What follows belongs to an exercise in optimizing a design on an open flow for a short achievable clock period and few clock cycles per item; a production flow would make more cautious choices. Function was checked by simulation only, so behaviour that the tests miss may differ from the original. Power is estimated from default activity; no workload was simulated.

==> flow/design.v <==
package pcie_app_pkg;
  localparam int DATA_W      = 64;
  localparam int KEEP_W      = DATA_W / 8;
  localparam int REG_ADDR_W  = 10;
  localparam int USER_ADDR_W = 9;
  localparam logic [31:0] DESIGN_ID = 32'hA5E0_0101;
  localparam logic [7:0] FMT_TYPE_MRD32 = 8'h00;
  localparam logic [7:0] FMT_TYPE_MWR32 = 8'h40;
  localparam logic [7:0] FMT_TYPE_CPLD  = 8'h4A;
  typedef union packed {
    struct packed {
      logic [15:0] rid;
      logic [7:0]  tag;
      logic [3:0]  last_be;
      logic [3:0]  first_be;
      logic [7:0]  fmt_type;
      logic        rsvd0;
      logic [2:0]  tc;
      logic [3:0]  rsvd1;
      logic        td;
      logic        ep;
      logic [1:0]  attr;
      logic [1:0]  rsvd2;
      logic [9:0]  length;
    } hdr;
    struct packed {
      logic [31:0] data;
      logic [29:0] addr;
      logic [1:0]  addr_rsvd;
    } ad;
  } tlp_beat_u;
endpackage
`timescale 1ns/100ps
import pcie_app_pkg::*;
module pcie_rx_engine
#(
  parameter int CQ_N = 8
)
(
  input  logic                  pcie_core_clk_i,
  input  logic                  rst_n_i,
  input  logic [DATA_W-1:0]     m_axis_rx_tdata_i,
  input  logic                  m_axis_rx_tlast_i,
  input  logic                  m_axis_rx_tvalid_i,
  output logic                  m_axis_rx_tready_o,
  input  logic                  space_ok_i,
  output logic                  addr_phase_o,
  output logic                  push_o,
  output logic                  cur_wr_o,
  output logic [REG_ADDR_W-1:0] cur_addr_o,
  output logic [31:0]           cur_data_o,
  output logic [2:0]            hdr_tc_o,
  output logic [1:0]            hdr_attr_o,
  output logic [15:0]           hdr_rid_o,
  output logic [7:0]            hdr_tag_o,
  input  logic [CQ_N-1:0]       cur_slot_i,
  output logic                  req_rd_o,
  output logic [15:1]           req_we_o,
  output logic [15:0]           req_sel_o,
  output logic [31:0]           req_data_o,
  output logic [CQ_N-1:0]       req_slot_o,
  input  logic [15:1]           written_i
);
  localparam logic [1:0] ST_HDR     = 2'd0;
  localparam logic [1:0] ST_ADDR    = 2'd1;
  localparam logic [1:0] ST_DISCARD = 2'd2;
  logic [1:0]  state_q;
  logic        tready_q;
  logic        ntready_q;
  logic        beat_ok;
  logic        hdr_supported;
  logic        hdr_wr_q;
  logic [15:0] sel;
  pcie_app_pkg::tlp_beat_u beat;
  function automatic logic [31:0] dw_swap(input logic [31:0] dw);
    dw_swap = {dw[7:0], dw[15:8], dw[23:16], dw[31:24]};
  endfunction
  assign beat    = m_axis_rx_tdata_i;
  assign beat_ok = m_axis_rx_tvalid_i && !ntready_q;
  assign m_axis_rx_tready_o = tready_q;
  assign hdr_supported = ((beat.hdr.fmt_type == FMT_TYPE_MRD32) ||
                          (beat.hdr.fmt_type == FMT_TYPE_MWR32)) &&
                         (beat.hdr.length == 10'd1);
  assign addr_phase_o = (state_q == ST_ADDR);
  assign push_o       = beat_ok && addr_phase_o;
  assign cur_wr_o     = hdr_wr_q;
  assign cur_addr_o   = beat.ad.addr[REG_ADDR_W-1:0];
  assign cur_data_o   = dw_swap(beat.ad.data);
  always_comb
    for (int i = 0; i < 16; i++)
      sel[i] = (cur_addr_o == REG_ADDR_W'(i));
  always_ff @(posedge pcie_core_clk_i or negedge rst_n_i)
  begin
    if (!rst_n_i)
    begin
      state_q  <= ST_HDR;
      req_rd_o <= 1'b0;
      req_we_o <= '0;
    end
    else
    begin
      req_rd_o <= push_o && !hdr_wr_q && !cur_addr_o[REG_ADDR_W-1];
      req_we_o <= (push_o && hdr_wr_q) ? sel[15:1] : '0;
      if (beat_ok)
      begin
        case (state_q)
          ST_HDR:
            if (!m_axis_rx_tlast_i)
              state_q <= hdr_supported ? ST_ADDR : ST_DISCARD;
          ST_ADDR:
            state_q <= ST_HDR;
          default:
            if (m_axis_rx_tlast_i)
              state_q <= ST_HDR;
        endcase
      end
    end
  end
  always_ff @(posedge pcie_core_clk_i)
  begin
    tready_q  <= space_ok_i;
    ntready_q <= !space_ok_i;
    if (state_q == ST_HDR)
    begin
      hdr_wr_q   <= beat.hdr.fmt_type[6];
      hdr_tc_o   <= beat.hdr.tc;
      hdr_attr_o <= beat.hdr.attr;
      hdr_rid_o  <= beat.hdr.rid;
      hdr_tag_o  <= beat.hdr.tag;
    end
    if (state_q == ST_ADDR)
    begin
      req_data_o <= cur_data_o;
      req_slot_o <= cur_slot_i;
      req_sel_o  <= sel & {written_i | req_we_o, 1'b1};
    end
  end
endmodule
`timescale 1ns/100ps
import pcie_app_pkg::*;
module pcie_reg_file
#(
  parameter int NUM_REGS = 16,
  parameter int UQ_N     = 4,
  parameter int CQ_N     = 8
)
(
  input  logic                   pcie_core_clk_i,
  input  logic                   rst_n_i,
  input  logic                   push_i,
  input  logic                   cur_wr_i,
  input  logic [REG_ADDR_W-1:0]  cur_addr_i,
  input  logic [31:0]            cur_data_i,
  input  logic [CQ_N-1:0]        cur_slot_i,
  input  logic [15:1]            req_we_i,
  input  logic [15:0]            req_sel_i,
  input  logic [31:0]            req_data_i,
  input  logic                   req_rd_i,
  input  logic [CQ_N-1:0]        req_slot_i,
  output logic [CQ_N-1:0]        lfill_o,
  output logic [31:0]            ldata_o,
  output logic [NUM_REGS-1:1]    written_o,
  output logic                   uq_space_ok_o,
  output logic [CQ_N-1:0]        uret_slot_o,
  output logic [31:0]            uret_data_o,
  output logic [USER_ADDR_W-1:0] user_addr_o,
  output logic [31:0]            user_data_o,
  output logic                   user_wr_req_o,
  input  logic [31:0]            user_data_i,
  input  logic                   user_rd_ack_i,
  output logic                   user_rd_req_o
);
  logic [31:0]           regs_q [1:NUM_REGS-1];
  logic [NUM_REGS-1:1]   written_q;
  assign written_o = written_q;
  logic [31:0] local_rdata;
  always_comb
  begin
    local_rdata = req_sel_i[0] ? DESIGN_ID : '0;
    for (int i = 1; i < NUM_REGS; i++)
      local_rdata = local_rdata | (regs_q[i] & {32{req_sel_i[i]}});
  end
  always_ff @(posedge pcie_core_clk_i or negedge rst_n_i)
  begin
    if (!rst_n_i)
      lfill_o <= '0;
    else
      lfill_o <= req_slot_i & {CQ_N{req_rd_i}};
  end
  always_ff @(posedge pcie_core_clk_i)
    ldata_o <= local_rdata;
  always_ff @(posedge pcie_core_clk_i or negedge rst_n_i)
  begin
    if (!rst_n_i)
      written_q <= '0;
    else
      written_q <= written_q | req_we_i[NUM_REGS-1:1];
  end
  always_ff @(posedge pcie_core_clk_i)
  begin
    for (int i = 1; i < NUM_REGS; i++)
      if (req_we_i[i])
        regs_q[i] <= req_data_i;
  end
  logic              uq_rd   [UQ_N];
  logic [8:0]        uq_addr [UQ_N];
  logic [31:0]       uq_data [UQ_N];
  logic [CQ_N-1:0]   uq_slot [UQ_N];
  logic [UQ_N-1:0]   uq_v;
  logic [UQ_N-1:0]   uq_wp;
  logic [UQ_N-1:0]   uq_rp;
  logic [UQ_N-1:0]   uq_nx;
  logic              uq_push;
  logic              uq_pop;
  logic              rd_wait;
  logic              sel_v;
  logic              sel_rd;
  logic [8:0]        sel_addr;
  logic [31:0]       sel_data;
  logic [CQ_N-1:0]   sel_slot;
  logic [CQ_N-1:0]   head_slot_q;
  logic              wr_d;
  logic              rd_d;
  logic              nwr_q;
  logic              nrd_q;
  assign uq_push = push_i && cur_addr_i[REG_ADDR_W-1];
  assign uq_nx   = {uq_rp[UQ_N-2:0], uq_rp[UQ_N-1]};
  assign uq_pop  = !nwr_q || (!nrd_q && user_rd_ack_i);
  assign rd_wait = !nrd_q && !user_rd_ack_i;
  assign uq_space_ok_o = !(|(uq_v & uq_wp));
  always_comb
  begin
    logic        h_v,    n_v;
    logic        h_rd,   n_rd;
    logic [8:0]  h_addr, n_addr;
    logic [31:0] h_data, n_data;
    logic [CQ_N-1:0] h_slot, n_slot;
    h_v    = 1'b0;
    h_rd   = 1'b0;
    h_addr = '0;
    h_data = '0;
    n_v    = 1'b0;
    n_rd   = 1'b0;
    n_addr = '0;
    n_data = '0;
    h_slot = '0;
    n_slot = '0;
    for (int i = 0; i < UQ_N; i++)
    begin
      h_v       = h_v    | (uq_v[i] & uq_rp[i]);
      h_rd      = h_rd   | (uq_rd[i] & uq_rp[i]);
      h_addr    = h_addr | (uq_addr[i] & {9{uq_rp[i]}});
      h_data    = h_data | (uq_data[i] & {32{uq_rp[i]}});
      n_v       = n_v    | (uq_v[i] & uq_nx[i]);
      n_rd      = n_rd   | (uq_rd[i] & uq_nx[i]);
      n_addr    = n_addr | (uq_addr[i] & {9{uq_nx[i]}});
      n_data    = n_data | (uq_data[i] & {32{uq_nx[i]}});
      h_slot    = h_slot | (uq_slot[i] & {CQ_N{uq_rp[i]}});
      n_slot    = n_slot | (uq_slot[i] & {CQ_N{uq_nx[i]}});
    end
    sel_v    = uq_pop ? n_v    : h_v;
    sel_rd   = uq_pop ? n_rd   : h_rd;
    sel_addr = uq_pop ? n_addr : h_addr;
    sel_data = uq_pop ? n_data : h_data;
    sel_slot = uq_pop ? n_slot : h_slot;
  end
  always_ff @(posedge pcie_core_clk_i)
  begin
    for (int i = 0; i < UQ_N; i++)
      if (uq_wp[i] && !uq_v[i])
      begin
        uq_rd[i]   <= !cur_wr_i;
        uq_addr[i] <= cur_addr_i[8:0];
        uq_data[i] <= cur_data_i;
        uq_slot[i] <= cur_slot_i;
      end
  end
  always_ff @(posedge pcie_core_clk_i or negedge rst_n_i)
  begin
    if (!rst_n_i)
    begin
      uq_wp <= UQ_N'(1);
      uq_rp <= UQ_N'(1);
      uq_v  <= '0;
    end
    else
    begin
      if (uq_push)
        uq_wp <= {uq_wp[UQ_N-2:0], uq_wp[UQ_N-1]};
      if (uq_pop)
        uq_rp <= uq_nx;
      uq_v <= (uq_v & ~(uq_rp & {UQ_N{uq_pop}})) | (uq_wp & {UQ_N{uq_push}});
    end
  end
  always_ff @(posedge pcie_core_clk_i or negedge rst_n_i)
  begin
    if (!rst_n_i)
      uret_slot_o <= '0;
    else
      uret_slot_o <= head_slot_q & {CQ_N{!nrd_q && user_rd_ack_i}};
  end
  always_ff @(posedge pcie_core_clk_i)
    uret_data_o <= user_data_i;
  assign wr_d = !rd_wait && sel_v && !sel_rd;
  assign rd_d = rd_wait || (sel_v && sel_rd);
  always_ff @(posedge pcie_core_clk_i or negedge rst_n_i)
  begin
    if (!rst_n_i)
    begin
      user_wr_req_o <= 1'b0;
      user_rd_req_o <= 1'b0;
      nwr_q         <= 1'b1;
      nrd_q         <= 1'b1;
    end
    else
    begin
      user_wr_req_o <= wr_d;
      user_rd_req_o <= rd_d;
      nwr_q         <= !wr_d;
      nrd_q         <= !rd_d;
    end
  end
  always_ff @(posedge pcie_core_clk_i)
  begin
    user_addr_o <= sel_addr;
    user_data_o <= sel_data;
    head_slot_q <= sel_slot;
  end
endmodule
`timescale 1ns/100ps
import pcie_app_pkg::*;
module pcie_tx_engine
#(
  parameter int CQ_N = 8
)
(
  input  logic              pcie_core_clk_i,
  input  logic              rst_n_i,
  input  logic              s_axis_tx_tready_i,
  output logic [DATA_W-1:0] s_axis_tx_tdata_o,
  output logic [KEEP_W-1:0] s_axis_tx_tkeep_o,
  output logic              s_axis_tx_tlast_o,
  output logic              s_axis_tx_tvalid_o,
  input  logic              push_i,
  input  logic [2:0]        req_tc_i,
  input  logic [1:0]        req_attr_i,
  input  logic [15:0]       req_rid_i,
  input  logic [7:0]        req_tag_i,
  input  logic [4:0]        req_addr_i,
  output logic [CQ_N-1:0]   push_slot_o,
  output logic              space_ok_o,
  input  logic [CQ_N-1:0]   fill_l_i,
  input  logic [31:0]       fill_l_data_i,
  input  logic [CQ_N-1:0]   fill_u_i,
  input  logic [31:0]       fill_u_data_i,
  input  logic [15:0]       completer_id_i
);
  function automatic logic [31:0] dw_swap(input logic [31:0] dw);
    dw_swap = {dw[7:0], dw[15:8], dw[23:16], dw[31:24]};
  endfunction
  logic [2:0]        cq_tc   [CQ_N];
  logic [1:0]        cq_attr [CQ_N];
  logic [15:0]       cq_rid  [CQ_N];
  logic [7:0]        cq_tag  [CQ_N];
  logic [4:0]        cq_addr [CQ_N];
  logic [31:0]       cq_val  [CQ_N];
  logic [CQ_N-1:0]   cq_rdy;
  logic [CQ_N-1:0]   cq_v;
  logic [CQ_N-1:0]   cq_wp;
  logic [CQ_N-1:0]   cq_rp;
  logic              cq_pop;
  logic [15:0]       cid_q;
  assign push_slot_o = cq_wp;
  assign space_ok_o  = !(|(cq_v & cq_wp));
  always_ff @(posedge pcie_core_clk_i)
  begin
    for (int i = 0; i < CQ_N; i++)
    begin
      if (cq_wp[i] && !cq_v[i])
      begin
        cq_tc[i]   <= req_tc_i;
        cq_attr[i] <= req_attr_i;
        cq_rid[i]  <= req_rid_i;
        cq_tag[i]  <= req_tag_i;
        cq_addr[i] <= req_addr_i;
        cq_rdy[i]  <= 1'b0;
      end
      else if (fill_l_i[i] || fill_u_i[i])
        cq_rdy[i] <= 1'b1;
      if (fill_l_i[i])
        cq_val[i] <= fill_l_data_i;
      else if (fill_u_i[i])
        cq_val[i] <= fill_u_data_i;
    end
    cid_q <= completer_id_i;
  end
  always_ff @(posedge pcie_core_clk_i or negedge rst_n_i)
  begin
    if (!rst_n_i)
    begin
      cq_wp <= CQ_N'(1);
      cq_rp <= CQ_N'(1);
      cq_v  <= '0;
    end
    else
    begin
      if (push_i)
        cq_wp <= {cq_wp[CQ_N-2:0], cq_wp[CQ_N-1]};
      if (cq_pop)
        cq_rp <= {cq_rp[CQ_N-2:0], cq_rp[CQ_N-1]};
      cq_v <= (cq_v & ~(cq_rp & {CQ_N{cq_pop}})) | (cq_wp & {CQ_N{push_i}});
    end
  end
  logic [CQ_N-1:0] nx;
  logic [63:0]     beat0;
  logic [63:0]     beat1;
  logic [63:0]     beat0_nx;
  logic            sent0_q;
  logic            taken;
  logic            sel_nx;
  logic            sel_b1;
  logic            head_rdy;
  assign nx = {cq_rp[CQ_N-2:0], cq_rp[CQ_N-1]};
  function automatic logic [63:0] beat0_of(input logic [CQ_N-1:0] oh);
    logic [2:0] tc;
    logic [1:0] attr;
    tc   = '0;
    attr = '0;
    for (int i = 0; i < CQ_N; i++)
    begin
      tc   = tc   | (cq_tc[i]   & {3{oh[i]}});
      attr = attr | (cq_attr[i] & {2{oh[i]}});
    end
    beat0_of = {cid_q, 3'b000, 1'b0, 12'd4,
                FMT_TYPE_CPLD, 1'b0, tc, 4'b0000, 2'b00, attr, 2'b00, 10'd1};
  endfunction
  always_comb
  begin
    logic [15:0] rid;
    logic [7:0]  tag;
    logic [4:0]  addr;
    logic [31:0] val;
    rid  = '0;
    tag  = '0;
    addr = '0;
    val  = '0;
    for (int i = 0; i < CQ_N; i++)
    begin
      rid  = rid  | (cq_rid[i]  & {16{cq_rp[i]}});
      tag  = tag  | (cq_tag[i]  & {8{cq_rp[i]}});
      addr = addr | (cq_addr[i] & {5{cq_rp[i]}});
      val  = val  | (cq_val[i]  & {32{cq_rp[i]}});
    end
    beat1 = {dw_swap(val), rid, tag, 1'b0, addr, 2'b00};
  end
  assign beat0    = beat0_of(cq_rp);
  assign beat0_nx = beat0_of(nx);
  assign s_axis_tx_tkeep_o = '1;
  logic tvalid;
  logic tvalid_d;
  logic ntvalid_q;
  logic ntlast_q;
  assign tvalid   = !ntvalid_q;
  assign head_rdy = |(cq_rdy & cq_rp);
  assign taken    = tvalid && s_axis_tx_tready_i;
  assign cq_pop   = taken && !ntlast_q;
  assign sel_nx   = cq_pop;
  assign sel_b1   = tvalid ? (s_axis_tx_tready_i || !ntlast_q) : sent0_q;
  logic [63:0] data_rdy;
  logic [63:0] data_wait;
  logic [63:0] data_idle;
  assign data_idle = sent0_q ? beat1 : beat0;
  assign data_rdy  = tvalid ? (!ntlast_q ? beat0_nx : beat1) : data_idle;
  assign data_wait = tvalid ? (!ntlast_q ? beat1 : beat0) : data_idle;
  always_comb
  begin
    if (tvalid && !s_axis_tx_tready_i)
      tvalid_d = 1'b1;
    else if (sel_nx)
      tvalid_d = |(cq_v & nx);
    else if (sel_b1)
      tvalid_d = head_rdy;
    else
      tvalid_d = |(cq_v & cq_rp);
  end
  always_ff @(posedge pcie_core_clk_i or negedge rst_n_i)
  begin
    if (!rst_n_i)
    begin
      s_axis_tx_tvalid_o <= 1'b0;
      ntvalid_q          <= 1'b1;
      sent0_q            <= 1'b0;
    end
    else
    begin
      s_axis_tx_tvalid_o <= tvalid_d;
      ntvalid_q          <= !tvalid_d;
      sent0_q            <= sel_b1 && !sel_nx && !head_rdy;
    end
  end
  always_ff @(posedge pcie_core_clk_i)
  begin
    s_axis_tx_tlast_o <= sel_b1 && !sel_nx;
    ntlast_q          <= !(sel_b1 && !sel_nx);
    s_axis_tx_tdata_o <= s_axis_tx_tready_i ? data_rdy : data_wait;
  end
endmodule
`timescale 1ns/100ps
import pcie_app_pkg::*;
module pcie_app
#(
  parameter int NUM_REGS = 16
)
(
  input  logic                   pcie_core_clk_i,
  input  logic                   rst_n_i,
  input  logic                   s_axis_tx_tready_i,
  output logic [DATA_W-1:0]      s_axis_tx_tdata_o,
  output logic [KEEP_W-1:0]      s_axis_tx_tkeep_o,
  output logic                   s_axis_tx_tlast_o,
  output logic                   s_axis_tx_tvalid_o,
  input  logic [DATA_W-1:0]      m_axis_rx_tdata_i,
  input  logic                   m_axis_rx_tlast_i,
  input  logic                   m_axis_rx_tvalid_i,
  output logic                   m_axis_rx_tready_o,
  input  logic [7:0]             cfg_bus_number_i,
  input  logic [4:0]             cfg_device_number_i,
  input  logic [2:0]             cfg_function_number_i,
  output logic [31:0]            user_data_o,
  output logic [USER_ADDR_W-1:0] user_addr_o,
  output logic                   user_wr_req_o,
  input  logic [31:0]            user_data_i,
  input  logic                   user_rd_ack_i,
  output logic                   user_rd_req_o
);
  localparam int CQ_N = 8;
  localparam int UQ_N = 4;
  logic [15:0]           completer_id;
  logic                  space_ok;
  logic                  cq_space_ok;
  logic                  uq_space_ok;
  logic                  addr_phase;
  logic                  push;
  logic                  cur_wr;
  logic [REG_ADDR_W-1:0] cur_addr;
  logic [31:0]           cur_data;
  logic [2:0]            hdr_tc;
  logic [1:0]            hdr_attr;
  logic [15:0]           hdr_rid;
  logic [7:0]            hdr_tag;
  logic [CQ_N-1:0]       cur_slot;
  logic                  req_rd;
  logic [15:1]           req_we;
  logic [15:0]           req_sel;
  logic [31:0]           req_data;
  logic [CQ_N-1:0]       req_slot;
  logic [CQ_N-1:0]       lfill;
  logic [31:0]           ldata;
  logic [15:1]           written;
  logic [CQ_N-1:0]       uret_slot;
  logic [31:0]           uret_data;
  assign completer_id = {cfg_bus_number_i, cfg_device_number_i, cfg_function_number_i};
  assign space_ok = cq_space_ok && uq_space_ok;
  pcie_rx_engine #(
    .CQ_N (CQ_N)
  ) rx_engine0 (
    .pcie_core_clk_i    (pcie_core_clk_i),
    .rst_n_i            (rst_n_i),
    .m_axis_rx_tdata_i  (m_axis_rx_tdata_i),
    .m_axis_rx_tlast_i  (m_axis_rx_tlast_i),
    .m_axis_rx_tvalid_i (m_axis_rx_tvalid_i),
    .m_axis_rx_tready_o (m_axis_rx_tready_o),
    .space_ok_i         (space_ok),
    .addr_phase_o       (addr_phase),
    .push_o             (push),
    .cur_wr_o           (cur_wr),
    .cur_addr_o         (cur_addr),
    .cur_data_o         (cur_data),
    .hdr_tc_o           (hdr_tc),
    .hdr_attr_o         (hdr_attr),
    .hdr_rid_o          (hdr_rid),
    .hdr_tag_o          (hdr_tag),
    .cur_slot_i         (cur_slot),
    .req_rd_o           (req_rd),
    .req_we_o           (req_we),
    .req_sel_o          (req_sel),
    .req_data_o         (req_data),
    .req_slot_o         (req_slot),
    .written_i          (written)
  );
  pcie_reg_file #(
    .NUM_REGS (NUM_REGS),
    .UQ_N     (UQ_N),
    .CQ_N     (CQ_N)
  ) reg_file0 (
    .pcie_core_clk_i (pcie_core_clk_i),
    .rst_n_i         (rst_n_i),
    .push_i          (push),
    .cur_wr_i        (cur_wr),
    .cur_addr_i      (cur_addr),
    .cur_data_i      (cur_data),
    .cur_slot_i      (cur_slot),
    .req_we_i        (req_we),
    .req_sel_i       (req_sel),
    .req_data_i      (req_data),
    .req_rd_i        (req_rd),
    .req_slot_i      (req_slot),
    .lfill_o         (lfill),
    .ldata_o         (ldata),
    .written_o       (written),
    .uq_space_ok_o   (uq_space_ok),
    .uret_slot_o     (uret_slot),
    .uret_data_o     (uret_data),
    .user_addr_o     (user_addr_o),
    .user_data_o     (user_data_o),
    .user_wr_req_o   (user_wr_req_o),
    .user_data_i     (user_data_i),
    .user_rd_ack_i   (user_rd_ack_i),
    .user_rd_req_o   (user_rd_req_o)
  );
  pcie_tx_engine #(
    .CQ_N (CQ_N)
  ) tx_engine0 (
    .pcie_core_clk_i    (pcie_core_clk_i),
    .rst_n_i            (rst_n_i),
    .s_axis_tx_tready_i (s_axis_tx_tready_i),
    .s_axis_tx_tdata_o  (s_axis_tx_tdata_o),
    .s_axis_tx_tkeep_o  (s_axis_tx_tkeep_o),
    .s_axis_tx_tlast_o  (s_axis_tx_tlast_o),
    .s_axis_tx_tvalid_o (s_axis_tx_tvalid_o),
    .push_i             (push && !cur_wr),
    .req_tc_i           (hdr_tc),
    .req_attr_i         (hdr_attr),
    .req_rid_i          (hdr_rid),
    .req_tag_i          (hdr_tag),
    .req_addr_i         (cur_addr[4:0]),
    .push_slot_o        (cur_slot),
    .space_ok_o         (cq_space_ok),
    .fill_l_i           (lfill),
    .fill_l_data_i      (ldata),
    .fill_u_i           (uret_slot),
    .fill_u_data_i      (uret_data),
    .completer_id_i     (completer_id)
  );
endmodule
==> flow/flow/run.sh <==
#!/bin/bash
# Layout flow: the standard flow (standard.sh, all steps), with two changes:
#  - after detailed placement, each output port's buffer is moved to the core
#    edge next to its pin and the flip-flop that drives it next to the buffer
#    (pull_outputs.tcl, run by ORFS's POST_DETAIL_PLACE_TCL hook), then the
#    placement is legalized again;
#  - clock tree synthesis clusters sinks in smaller groups (CTS_ARGS), for a
#    shorter clock tree; the clock still reaches every register through
#    buffers, with the same tree for all of them.
# Synthesis, floorplan, power grid, routing and the rest are the standard ones.
set -o pipefail
here=$(pwd)
export POST_DETAIL_PLACE_TCL="$here/flow/pull_outputs.tcl"
export CTS_ARGS="-sink_clustering_enable -repair_clock_nets -sink_clustering_size 20 -sink_clustering_max_diameter 60 -clustering_exponent 2"
bash standard.sh finish > "$here/standard_flow.log" 2>&1
rc=$?
tail -n 40 "$here/standard_flow.log"
exit $rc
==> flow/flow/pull_outputs.tcl <==
# Move each output port's buffer and the flip-flop that drives it to the core
# edge next to the pin, legalize, then put the buffer right next to the
# flip-flop and legalize again. Runs after detailed placement.
set block [ord::get_db_block]
set moved 0
set pairs {}
set core [$block getCoreArea]
set cx0 [$core xMin]
set cy0 [$core yMin]
set cx1 [$core xMax]
set cy1 [$core yMax]
foreach bt [$block getBTerms] {
  if {[$bt getIoType] != "OUTPUT"} { continue }
  set net [$bt getNet]
  if {$net == "NULL"} { continue }
  set buf ""
  foreach it [$net getITerms] { if {[$it isOutputSignal]} { set buf [$it getInst] } }
  if {$buf == ""} { continue }
  set ff ""
  foreach it [$buf getITerms] {
    if {![$it isInputSignal]} { continue }
    set n2 [$it getNet]
    if {$n2 == "NULL"} { continue }
    foreach it2 [$n2 getITerms] { if {[$it2 isOutputSignal]} { set ff [$it2 getInst] } }
  }
  if {$ff == ""} { continue }
  if {![string match "*df*" [[$ff getMaster] getName]]} { continue }
  # only flip-flops whose output goes to this buffer alone
  set q ""
  foreach it [$ff getITerms] { if {[$it isOutputSignal]} { set q [$it getNet] } }
  if {$q == "" || [llength [$q getITerms]] != 2} { continue }
  # the buffer goes to the core's edge next to the pin, the flip-flop next to it
  set pb [$bt getBBox]
  set px [expr {([$pb xMin] + [$pb xMax]) / 2}]
  set py [expr {([$pb yMin] + [$pb yMax]) / 2}]
  set bx [expr {min(max($px, $cx0), $cx1 - [[$buf getMaster] getWidth])}]
  set by [expr {min(max($py, $cy0), $cy1 - [[$buf getMaster] getHeight])}]
  $buf setLocation $bx $by
  $ff setLocation $bx $by
  lappend pairs [list $ff $buf]
  incr moved
}
puts "pull_outputs: moved $moved output buffers to their pins and flip-flops next to them"
set_placement_padding -global \
  -left $::env(CELL_PAD_IN_SITES_DETAIL_PLACEMENT) \
  -right $::env(CELL_PAD_IN_SITES_DETAIL_PLACEMENT)
detailed_placement
# then each buffer goes right next to its flip-flop, where legalizing left it
foreach p $pairs {
  lassign $p ff buf
  set fl [$ff getLocation]
  set fw [[$ff getMaster] getWidth]
  set bw [[$buf getMaster] getWidth]
  if {[lindex $fl 0] + $fw + $bw <= $cx1} {
    $buf setLocation [expr {[lindex $fl 0] + $fw}] [lindex $fl 1]
  } else {
    $buf setLocation [expr {[lindex $fl 0] - $bw}] [lindex $fl 1]
  }
}
detailed_placement
optimize_mirroring
utl::info FLW 12 "Placement violations [check_placement -verbose]."
estimate_parasitics -placement
==> flow/standard.sh <==
#!/bin/bash
# synth_recipe.tcl (not shown) runs the flow's synth.tcl, then flattens the netlist and writes it again
# the make line also repeats each setting of config.mk as NAME=value (left out here)
make -C /OpenROAD-flow-scripts/flow DESIGN_CONFIG=/design/flow/config.mk WORK_HOME=/design/flow/orfs CLKGATE_MAP_FILE= SYNTH_SCRIPT=/design/flow/synth_recipe.tcl "${@:-finish}"
==> flow/config.mk <==
export PLATFORM = sky130hd
export DESIGN_NAME = pcie_app
export DESIGN_NICKNAME = pcie_app
export VERILOG_FILES = /design/flow/design.v
export SDC_FILE = /design/flow/constraint.sdc
export NUM_CORES = 4
export LEC_CHECK = 0
export ABC_CLOCK_PERIOD_IN_PS = 1800
export CAP_MARGIN = 20
export CORE_MARGIN = 2
export CORE_UTILIZATION = 50
export SETUP_SLACK_MARGIN = 2.1
export SLEW_MARGIN = 20
export TNS_END_PERCENT = 100
==> flow/constraint.sdc <==
create_clock -name core_clock -period 4.0 [get_ports {pcie_core_clk_i}]
set_input_delay 0.8000 -clock core_clock [delete_from_list [all_inputs] [get_ports {pcie_core_clk_i}]]
set_output_delay 0.8000 -clock core_clock [all_outputs]
set_load 0.01 [all_outputs]
==> results of run 1 <==
-- cell type report --
type | count | area (um^2)
diodes | 2 | 5.00
clock buffers | 146 | 3270
clock inverters | 80 | 966
fillers | 8254 | 46700
inverters | 3 | 16.3
multi-input cells | 1490 | 12200
flip-flops and latches | 1589 | 45300
well taps | 1512 | 1890
repair buffers | 423 | 4330
-- stage by stage --
| step | hold WS [ns] | area, um^2 | setup slack, ns | instances | util |
|---|---|---|---|---|---|
| after floorplan | 0.413 | 58100 | 2.08 | 3298 | - |
| after global placement | 0.431 | 62100 | 0.738 | 4903 | 0.542 |
| after detailed placement | 0.433 | 62100 | 0.671 | 4904 | 0.542 |
| after CTS | 0.0567 | 66800 | 1.93 | 5183 | 0.583 |
| after global routing | 0.0938 | 68000 | 1.92 | 5243 | 0.593 |
| final | 0.0777 | 68000 | 1.98 | 5245 | 0.593 |
-- path summary, 6_finish.rpt --
path	from	to	slack (ns)
max	reg_file0.user_rd_req_o$_DFF_PN0_	user_rd_req_o	1.98
min	rst_n_i	tx_engine0.s_axis_tx_tvalid_o$_DFF_PN0_	0.08
max reg2reg	rx_engine0.req_sel_o[3]$_DFFE_PN_	reg_file0.ldata_o[3]$_DFF_P_	2.08
min reg2reg	reg_file0.written_q[8]$_DFF_PN0_	reg_file0.written_q[8]$_DFF_PN0_	0.45
max in group asynchronous	rst_n_i	rx_engine0.req_we_o[10]$_DFF_PN0_	3.03
min in group core_clock	m_axis_rx_tdata_i[9]	reg_file0.uq_addr[0][7]$_DFFE_PP_	0.43
-- cell families (layout without fill, tap and decap cells) --
| group | count (synthesis) | in the layout | synth area share |
|---|---|---|---|
| AO/OA/AOI/OAI | 855 | 855 | 0.113 |
| buffers and inverters | 222 | 652 | 0.0167 |
| multiplexers | 285 | 285 | 0.0560 |
| flip-flops | 1589 | 1589 | 0.780 |
| other | 2 | 12 | 0.000129 |
| AND/OR/NAND/NOR | 337 | 340 | 0.0343 |
-- sequential cells by signal (all words and copies together), names as in the netlist, 24 cells and up --
| name | count |
|---|---|
| tx_engine0.cq_rid | 128 |
| reg_file0.regs_q | 480 |
| reg_file0.uq_slot | 32 |
| reg_file0.uq_addr | 36 |
| tx_engine0.cq_val | 256 |
| reg_file0.ldata_o | 32 |
| tx_engine0.cq_tc | 24 |
| tx_engine0.cq_tag | 64 |
| rx_engine0.req_data_o | 32 |
| tx_engine0.s_axis_tx_tdata_o | 62 |
| reg_file0.uq_data | 128 |
| reg_file0.user_data_o | 32 |
| reg_file0.uret_data_o | 32 |
| tx_engine0.cq_addr | 40 |
-- layout by cell type (no fill, tap or decap), types with 38 or more instances in the layout --
master           count
a221oi_1            74
a22o_1              91
a22oi_1            548
a31oi_1             77
and3_1              73
buf_2               60
buf_4              137
buf_6               61
clkbuf_16          137
clkdlybuf4s50_1    104
dfrtp_1             72
dfxtp_1            156
dfxtp_2             47
edfxtp_1          1294
mux2_2             275
nand2_1             46
nand4_1             68
nor2_1              38
-- layer usage --
layer	up-vias	GRT usage
li1	14200	-
met1	17700	0.399
met2	1858	0.450
met3	269	0.0482
met4	8	0.0801
met5	-	0
-- what timing repair did --
action / CTS / global route
gates resized for setup: 531 / 124
setup buffers: 48 / 49
hold buffers: 0 / 0
endpoints found under the setup margin: 485 / 231
pin swaps: 7 / 16
cloned: 5 / 11
-- power breakdown --
group / switching (W) / internal [W]
combinational: 0.000908 / 0.000733
clock: 0.00617 / 0.00669
sequential: 0.000182 / 0.0181
==> notes.md, run 1 <==
path depth of the worst reg2reg path 5; Largest delay share family, worst path flip-flops; Row Count 124; grt total ovfl 0; largest net degree at the start of global routing 57; Clock Root Buffer clkbuf_16; vias in the first global route ~34,000; WL met3 16,800 um; Routed wire per std cell 33.0 um; setup violators final 0; Synth async-reset ratio 0.0579; class of the worst hold path in -> async; fin crit period 2.02 ns; Worst setup SP type flip-flop; highest routed layer met5; RSZ-0062 raised after global routing yes; cell count along the critical path 1; sequential element share of the synthesized area 0.780; Slowest cell on crit path dfrtp_1; Synth Register Bits 1,589; first-pass GRT wire length 239,000 um; top cells by count, synth edfxtp_1, a22oi_1, mux2_2, dfxtp_1, clkbuf_1; initial cell density of the core 0.506; Layout area overhead 17.2%; final setup skew roughly 0.033 ns; critical path arrival 1.22 ns; status no timing/DRC/antenna violations; area leader, netlist edfxtp_1; Tot GR Track Use 0.281; die height 345 um; GPL Wtd Cong 0.776; Via Count 34,100; most common flop cell mapped by yosys edfxtp_1; Core ar. ~110,000 um^2; crit-path max cell delay 0.36 ns; pwr/cell area 482 nW/um^2; clock tree buffer depth 3; Synth top area share 0.670; Max Clk Rate 494 MHz; drt first pass iters 6; full die area approximately 120,000 um^2; Die Width around 340 um; Setup crit end kind output pin; IO Port Bufs 218; Worst-Skew Late Latency 0.73 ns; main area contributors after synthesis edfxtp_1, a22oi_1, dfxtp_1; final WL around 170,000 um; CP bufs+invs 1; critical path required time 3.20 ns; worst-path cell chain buf_2; Max IR drop VDD 459 uV; part of the cycle the worst path needs 0.506; Final nets 3,745; CTS clk-pin slew, worst paths 0.08 ns; Max Slew Vio Count 0; htree depth 3; Synth Cell Area 58,000 um^2; crit path kind reg -> out; CTS Buf Count 120; initial DRC count around 4,300; critical-path maximum fanout 1; Gate Count Post-Synth 3,290; Cell variety after synth 56; setup TNS 0 ns; Routed Antenna Nets 0; CTS tree yes; Ports 236; DR vias/cell 6.50; Final Power 0.0328 W; max-cap viol count 0; top-count cell post-synth edfxtp_1; Avg Inst Size Synth 17.6 um^2; DRC violations left 0; hold violation count in the final report 0; hpwl dp roughly 91,000 um; worst-margin pin slew 1.05 ns; CTS sink count 1,589; wire length on met1 69,600 um; Leak Pwr 22.1 nW; initial antenna violation count 23; met2 routed WL ~80,000 um; Post-synth EDFFs 1,294; fraction of layout cells with a size suffix above 1 0.258; Max-slew headroom 0.299; yosys warns 14
Testbench counts, summed over its fixed seeds: cycles 6,436, requests 3,200.
==> run 2: changes to the inputs <==
--- a/flow/config.mk
+++ b/flow/config.mk
@@ -10,3 +10,3 @@
 export CORE_MARGIN = 2
-export CORE_UTILIZATION = 50
+export CORE_UTILIZATION = 60
 export SETUP_SLACK_MARGIN = 2.1
==> run 2 against run 1 <==
- still clean
- clock skew shrank 0.0060 ns
- clock power shrank 7%
- cell count shrank 5.0%
- count of clock-buffer cells in the layout shrank 9
- sequential cell count is the same
- fmax grew 0.12%
- power shrank 2.6%
- critical endpoint is now user_wr_req_o
==> notes.md, run 2 <==
biggest regs reg_file0.regs_q: 480 flops, tx_engine0.cq_val: 256 flops; WHS 0.450 ns (+0.372 ns); class of the worst hold path reg -> reg; DR vias/cell 6.90 (+6.0%); IO Port Bufs 218 (unchanged); Routed Antenna Nets 0 (unchanged); Max-slew headroom 0.253 (-0.0461); GPL Wtd Cong 0.782 (+0.81%); final setup skew 0.0272 ns (-0.00603 ns); initial DRC count 5,303 (+25%); Core ar. 96,300 um^2 (-16%); grt total ovfl 0 (unchanged); setup violators final 0 (unchanged); area leader, netlist edfxtp_1; max reg flops 480 (unchanged); max-cap viol count 0 (unchanged); Post-synth EDFFs 1,294 (unchanged); Largest delay share family, worst path flip-flops; Worst Hold Depth 1; status no timing/DRC/antenna violations; vias in the first global route 33,500 (-1.3%); Synth Cell Area 58,000 um^2 (unchanged); RSZ-0062 raised after global routing yes; dpl cell area 61,800 um^2 (-0.55%); part of the cycle the worst path needs 0.506 (-0.000615); fraction of layout cells with a size suffix above 1 0.253 (-0.00467); Synth top area share 0.670 (unchanged); Top reg by flops reg_file0.regs_q; Multi-input gate area 12,300 um^2 (+0.58%); initial cell density of the core 0.603 (+0.0966); sequential element share of the synthesized area 0.780 (unchanged); Max Slew Vio Count 0 (unchanged); Synth async-reset ratio 0.0579 (unchanged); Avg Inst Size Synth 17.6 um^2 (unchanged); critical path required time 3.20 ns (about the same); critical path arrival 1.22 ns (about the same); hold violation count in the final report 0 (unchanged); most common flop cell mapped by yosys edfxtp_1; worst-margin pin slew 1.12 ns (+0.0642 ns); final WL 169,000 um (-2.5%); initial antenna violation count 12 (-48%); Via Count 34,400 (+0.72%); largest net degree at the start of global routing 77 (+35%); CTS Buf Count 114 (-5.0%); FILL cells 6,130 (-26%); drt first pass iters 8 (+2); main area contributors after synthesis edfxtp_1, a22oi_1, dfxtp_1; CTS clk-pin slew, worst paths 0.08 ns (about the same); Layout area overhead 15.6%; setup TNS 0 ns (unchanged); clock tree buffer depth 3 (unchanged); top-count cell post-synth edfxtp_1; DP Worst Slack 0.832 ns (+0.161 ns); Setup crit end kind output pin; die height 315 um (-8.6%); Finished Core Util 0.697 (+0.104); Row Count 114 (-8.1%); commonest cells after routing, fill and taps aside edfxtp_1, a22oi_1, mux2_2; pwr/cell area 476 nW/um^2 (-1.3%); full die area 99,200 um^2 (-16%); Final WS setup 1.98 ns (+0.00246 ns); yosys warns 14 (unchanged); Final nets 3,727 (-0.48%); Leak Pwr 21.8 nW (-1.3%); DRC violations left 0 (unchanged); CTS tree yes; Die Width 315 um (-8.6%); Ports 236 (unchanged); Worst setup SP type flip-flop; Max IR drop VDD 365 uV (-20%); htree depth 3 (unchanged); final instance area 67,100 um^2 (-1.4%); cell count along the critical path 1 (unchanged); fin crit period 2.02 ns (-0.00246 ns); Max Clk Rate 495 MHz (+0.12%); first-pass GRT wire length 235,000 um (-1.8%); commonest non-fill, non-tap cell in the layout edfxtp_1; Clock Root Buffer clkbuf_16; top cells by count, synth edfxtp_1, a22oi_1, mux2_2, dfxtp_1, clkbuf_1; Tot GR Track Use 0.333 (+0.0518); Worst-Skew Late Latency 0.74 ns (about the same); path depth of the worst reg2reg path 4 (-1); Routed wire per std cell 33.9 um (+2.6%); CP bufs+invs 1 (unchanged); crit-path max cell delay 0.36 ns (about the same); Slowest cell on crit path dfrtp_1; CTS sink count 1,589 (unchanged); hpwl dp 89,600 um (-1.1%); critical-path maximum fanout 1 (unchanged); crit path kind reg -> out; Cell variety after synth 56 (unchanged); Synth Register Bits 1,589 (unchanged); Gate Count Post-Synth 3,290 (unchanged); Reg area 45,300 um^2 (about the same); worst-path cell chain buf_2
[run 2: kinds of logic after synthesis]
| group | after synthesis | synth area share |
|---|---|---|
| flops | 1589 | 0.780 |
| compound gates | 855 | 0.113 |
| simple gates | 337 | 0.0343 |
| mux | 285 | 0.0560 |
| buf+inv | 222 | 0.0167 |
| other cells | 2 | 0.000129 |
[run 2: final timing paths]
kind / from / endpoint / slack (ns)
max: reg_file0.user_wr_req_o$_DFF_PN0_ / user_wr_req_o / 1.98
min: reg_file0.written_q[4]$_DFF_PN0_ / reg_file0.written_q[4]$_DFF_PN0_ / 0.45
max reg2reg: rx_engine0.req_sel_o[6]$_DFFE_PN_ / reg_file0.ldata_o[18]$_DFF_P_ / 2.00
min reg2reg: reg_file0.written_q[4]$_DFF_PN0_ / reg_file0.written_q[4]$_DFF_PN0_ / 0.45
max in group asynchronous: rst_n_i / rx_engine0.req_we_o[8]$_DFF_PN0_ / 2.64
min in group asynchronous: rst_n_i / tx_engine0.cq_rp[4]$_DFFE_PN0P_ / 0.52
[run 2: timing repair]
| item | CTS | global route |
|---|---|---|
| gates cloned | 7 | 6 |
| resized for setup | 550 | 93 |
| buffers inserted | 53 | 31 |
| endpoints found under the setup margin | 531 | 304 |
| hold endpoints to repair | 11 | 0 |
| pin swaps | 10 | 20 |
| hold buffers | 1 | 0 |
[run 2: per-stage QoR]
| step | power [W] | cells |
|---|---|---|
| 6_report | 0.0319 | 4983 |
| 3_5_place_dp | 0.0201 | 4671 |
| 4_1_cts | 0.0319 | 4944 |
| 2_1_floorplan | 0.0192 | 3298 |
| 5_1_grt | 0.0328 | 4981 |
| 3_3_place_gp | 0.0201 | 4671 |
[run 2: where the power goes]
part	leakage, nW	total, W	internal [W]	switching (W)
Clock	1.88	0.0120	0.00600	0.00603
Combinational	5.37	0.00162	0.000703	0.000915
Sequential	14.5	0.0183	0.0181	0.000191
[run 2: per-layer routing]
metal	track usage	share of wire
met2	0.524	0.47
met4	0.120	0.036
met3	0.0777	0.11
met5	0	0.00028
met1	0.459	0.38
[run 2: layout make-up]
cell class,count,share of cell area
clock buffer,137,0.0449
sequential,1589,0.676
multi-input combinational,1493,0.183
clock inverter,75,0.0128
tap,1276,0.0238
timing repair buffer,408,0.0595
inverter,3,0.000205
antenna,2,0.0000746
==> run 3: changes to the inputs <==
--- a/flow/design.v
+++ b/flow/design.v
@@ -58,3 +58,3 @@
   output logic [15:1]           req_we_o,
-  output logic [15:0]           req_sel_o,
+  output logic [3:0][15:0]      req_sel_o,
   output logic [31:0]           req_data_o,
@@ -73,2 +73,5 @@
   logic [15:0] sel;
+  logic [15:0] sel_b;
+  logic [15:0] sel_c;
+  logic [15:0] sel_d;
   pcie_app_pkg::tlp_beat_u beat;
@@ -90,3 +93,8 @@
     for (int i = 0; i < 16; i++)
-      sel[i] = (cur_addr_o == REG_ADDR_W'(i));
+    begin
+      sel[i]   = (cur_addr_o == REG_ADDR_W'(i));
+      sel_b[i] = (cur_addr_o[3:0] == 4'(i)) && (cur_addr_o[9:4] == '0);
+      sel_c[i] = (cur_addr_o[1:0] == 2'(i)) && (cur_addr_o[9:2] == 8'(i >> 2));
+      sel_d[i] = !(|(cur_addr_o ^ REG_ADDR_W'(i)));
+    end
   always_ff @(posedge pcie_core_clk_i or negedge rst_n_i)
@@ -134,3 +142,6 @@
       req_slot_o <= cur_slot_i;
-      req_sel_o  <= sel & {written_i | req_we_o, 1'b1};
+      req_sel_o[0] <= sel   & {written_i | req_we_o, 1'b1};
+      req_sel_o[1] <= sel_b & {written_i | req_we_o, 1'b1};
+      req_sel_o[2] <= sel_c & {written_i | req_we_o, 1'b1};
+      req_sel_o[3] <= sel_d & {written_i | req_we_o, 1'b1};
     end
@@ -155,3 +166,3 @@
   input  logic [15:1]            req_we_i,
-  input  logic [15:0]            req_sel_i,
+  input  logic [3:0][15:0]       req_sel_i,
   input  logic [31:0]            req_data_i,
@@ -178,5 +189,8 @@
   begin
-    local_rdata = req_sel_i[0] ? DESIGN_ID : '0;
-    for (int i = 1; i < NUM_REGS; i++)
-      local_rdata = local_rdata | (regs_q[i] & {32{req_sel_i[i]}});
+    for (int q = 0; q < 4; q++)
+    begin
+      local_rdata[q*8 +: 8] = req_sel_i[q][0] ? DESIGN_ID[q*8 +: 8] : '0;
+      for (int i = 1; i < NUM_REGS; i++)
+        local_rdata[q*8 +: 8] = local_rdata[q*8 +: 8] | (regs_q[i][q*8 +: 8] & {8{req_sel_i[q][i]}});
+    end
   end
@@ -553,3 +567,3 @@
   logic [15:1]           req_we;
-  logic [15:0]           req_sel;
+  logic [3:0][15:0]      req_sel;
   logic [31:0]           req_data;
--- a/flow/config.mk
+++ b/flow/config.mk
@@ -10,3 +10,3 @@
 export CORE_MARGIN = 2
-export CORE_UTILIZATION = 60
+export CORE_UTILIZATION = 50
 export SETUP_SLACK_MARGIN = 2.1
==> run 3 against run 2 <==
- still clean on timing, DRC and antenna
- register-to-register slack improved by 0.04 ns
- synthesized area grew 2.8%
- die area up 23%
- global-route usage down 5.0 points
- non-clock buffer count grew 12
- worst setup slack lost 0.030 ns
- sequential cell count rose by 46
- utilization down 11 points
- synthesized cell count up 3.6%
- sequential power increased by 3%
- critical endpoint is now s_axis_tx_tvalid_o
==> notes.md, run 3 <==
die height 349 um (+11%); Top reg by flops reg_file0.regs_q; CTS sink count 1,635 (+2.9%); final setup skew 0.0324 ns (+0.00515 ns); critical-path maximum fanout 1 (unchanged); Slowest cell on crit path dfrtp_1; largest net degree at the start of global routing 76 (-1.3%); full die area 122,000 um^2 (+23%); worst-margin pin slew 0.990 ns (-0.126 ns); Final nets 3,833 (+2.8%); Layout area overhead 16.8%; R2R Setup Slk 2.04 ns (+0.04 ns); drt first pass iters 6 (-2); Leak Pwr 22.4 nW (+2.9%); DRC violations left 0 (unchanged); Routed wire per std cell 32.9 um (-2.8%); part of the cycle the worst path needs 0.513 (+0.00746); dpl cell area 63,900 um^2 (+3.3%); CTS tree yes; CTS Buf Count 118 (+3.5%); vias in the first global route 34,500 (+3.1%); commonest cells after routing, fill and taps aside edfxtp_1, a22oi_1, mux2_2; Synth Register Bits 1,635 (+2.9%); pwr/cell area 471 nW/um^2 (-1.1%); yosys warns 14 (unchanged); crit-path max cell delay 0.38 ns (+0.02 ns); Synth top area share 0.675 (+0.00478); Tot GR Track Use 0.282 (-0.0504); RSZ-0062 raised after global routing yes; final WL 176,000 um (+4.5%); CP bufs+invs 1 (unchanged); most common flop cell mapped by yosys edfxtp_1; worst setup path start tx_engine0.s_axis_tx_tvalid_o$_DFF_PN0_; Routed Antenna Nets 0 (unchanged); Avg Inst Size Synth 17.5 um^2 (-0.71%); Clock Root Buffer clkbuf_16; CTS clk-pin slew, worst paths 0.07 ns (about the same); IO Port Bufs 218 (unchanged); initial cell density of the core 0.504 (-0.0981); critical path arrival 1.25 ns (+0.03 ns); max-cap viol count 0 (unchanged); area leader, netlist edfxtp_1; Synth async-reset ratio 0.0563 (-0.00163); htree depth 3 (unchanged); setup TNS 0 ns (unchanged); Placed Cells 5,018 (+7.4%); status no timing/DRC/antenna violations; Gate Count Post-Synth 3,407 (+3.6%); Synth Cell Area 59,600 um^2 (+2.8%); r2r startpoint tx_engine0.cq_rp[1]$_DFFE_PN0P_; class of the worst hold path in -> async; path depth of the worst reg2reg path 4 (unchanged); first-pass GRT wire length 247,000 um (+5.3%); Largest delay share family, worst path flip-flops; Worst setup SP type flip-flop; initial DRC count 4,834 (-8.8%); main area contributors after synthesis edfxtp_1, dfxtp_1, a22oi_1; Max-slew headroom 0.340 (+0.0876); fin crit period 2.05 ns (+0.0298 ns); Worst-Skew Late Latency 0.77 ns (+0.03 ns); Max Slew Vio Count 0 (unchanged); DR vias/cell 6.56 (-4.9%); Cell variety after synth 53 (-5.4%); final instance area 69,700 um^2 (+3.9%); Core ar. 118,000 um^2 (+23%); Setup crit end kind output pin; hpwl dp 95,700 um (+6.8%); biggest regs reg_file0.regs_q: 480 flops, tx_engine0.cq_val: 256 flops; crit path kind reg -> out; initial antenna violation count 21 (+9); setup violators final 0 (unchanged); worst-path cell chain buf_6; WHS 0.139 ns (-0.311 ns); Die Width 349 um (+11%); critical path required time 3.20 ns (about the same); FILL cells 8,657 (+41%); top-count cell post-synth edfxtp_1; fraction of layout cells with a size suffix above 1 0.263 (+0.0106); reg-to-reg endpoint tx_engine0.s_axis_tx_tvalid_o$_DFF_PN0_; sequential element share of the synthesized area 0.781 (+0.00177); Row Count 126 (+11%); Via Count 35,100 (+2.2%); commonest non-fill, non-tap cell in the layout edfxtp_1; Non-Filler Instances 5,358 (+7.5%); hold violation count in the final report 0 (unchanged); Max Clk Rate 487 MHz (-1.5%); top cells by count, synth edfxtp_1, a22oi_1, mux2_2, dfxtp_1, clkbuf_1; clock tree buffer depth 3 (unchanged); DP Worst Slack 0.848 ns (+0.0157 ns); Post-synth EDFFs 1,340 (+3.6%); max reg flops 480 (unchanged); GPL Wtd Cong 0.802 (+2.6%); CTS Hold Buffers Added 0 (-1); Max IR drop VDD 388 uV (+6.1%); Ports 236 (unchanged); grt total ovfl 0 (unchanged); Final WS setup 1.95 ns (-0.0298 ns)
==> run 3: cell count changes after synthesis, moves of 7 or more <==
| cell | change |
|---|---|
| a221oi_1 | +35 |
| a22o_1 | +35 |
| a22oi_1 | -71 |
| a31oi_1 | +16 |
| clkbuf_1 | +32 |
| edfxtp_1 | +46 |
| mux2_2 | -7 |
| mux2_4 | -8 |
| nand4_1 | -17 |
| nor2_1 | +29 |
| nor3b_1 | +36 |
==> run 3: repair_timing <==
item	4_1_cts	5_1_grt
pin swaps	5	15
gates resized for setup	573	121
cloned	6	5
endpoints found under the setup margin	598	206
buffers inserted	68	34
endpoints found under the hold margin	0	0
==> run 3: worst max-delay path by stage <==
stage	to	slack [ns]	cells after the start
detailed placement	rx_engine0.req_sel_o[20]$_DFFE_PN_	0.85	5
finish	s_axis_tx_tvalid_o	1.95	1
floorplan	rx_engine0.req_data_o[0]$_DFFE_PN_	1.61	1
CTS	user_rd_req_o	1.90	1
global placement	rx_engine0.req_sel_o[20]$_DFFE_PN_	0.88	5
global route	s_axis_tx_tvalid_o	1.90	1
==> run 3: metrics by stage <==
step | total power (W) | util
2_1_floorplan | 0.0197 | -
3_3_place_gp | 0.0207 | 0.540
3_5_place_dp | 0.0207 | 0.540
4_1_cts | 0.0328 | 0.582
5_1_grt | 0.0337 | 0.589
6_report | 0.0328 | 0.589
==> run 3: cells by family (layout without fill, tap and decap cells) <==
kind of cell	Yosys count	in the layout	synth area share
buffers and inverters	247	646	0.0168
multiplexers	268	268	0.0506
other	2	14	0.000126
flip-flops	1635	1635	0.781
AO/OA/AOI/OAI	874	874	0.114
AND/OR/NAND/NOR	381	385	0.0374
==> run 3: cell type report <==
type                            count  area (um^2)  share of cell area
Multi-Input combinational cell   1537        12800               0.184
Antenna cell                        4         10.0            0.000144
Tap cell                         1536         1920              0.0276
Inverter                            3         11.3            0.000162
Sequential cell                  1635        46700               0.671
Timing Repair Buffer              420         4190              0.0601
Clock buffer                      135         3090              0.0443
Clock inverter                     88          896              0.0129
==> run 3: metal layers <==
layer	wire (um)	track usage	share of wire	vias to the layer above
met4	4380	0.0709	0.025	8
li1	-	-	-	14600
met2	84200	0.457	0.48	1852
met5	54	0	0.00031	-
met1	72400	0.401	0.41	18300
met3	15500	0.0466	0.088	298
==> run 3: where the power goes <==
group | internal (W) | leakage [nW] | total, W | switching, W
Clock | 0.00612 | 1.92 | 0.0124 | 0.00627
Sequential | 0.0186 | 15.1 | 0.0188 | 0.000188
Combinational | 0.000690 | 5.43 | 0.00163 | 0.000937
Testbench counts of run 3, summed over its fixed seeds: cycles 6,436, requests 3,200.

[port drivers added, routing unchanged]
The results above use ideal ports. As a check the final layouts listed here were re-extracted and re-timed, cells and wires unchanged.
Step 1 assumes that a clkbuf_16 drives the clock port and a buf_2 every other input.
Step 2 adds t to the input delays and takes it off the output delays; t is the mean of the earliest and latest rising clock arrival at the registers after step 1. Input paths then give back, and output paths get back, about the clock's delay inside the block.
Three values: ideal ports, drivers, drivers and shift; two values: the first two.
run	t (ns)	slack for setup (ns)	clock arrival spread, ns	worst data-port slew with drivers (ns)	cell pins on the clock port's net
run 1	0.798	1.975 / 1.898 / 1.313	0.044 / 0.043	0.15	1
run 2	0.795	1.978 / 1.905 / 1.343	0.032 / 0.032	0.11	1
run 3	0.837	1.948 / 1.863 / 1.342	0.038 / 0.039	0.12	1
After both steps setup and hold are still met in every run listed. The setup slack of run 1, which loses most, moves by -0.077 ns with the drivers and by -0.662 ns with both steps.
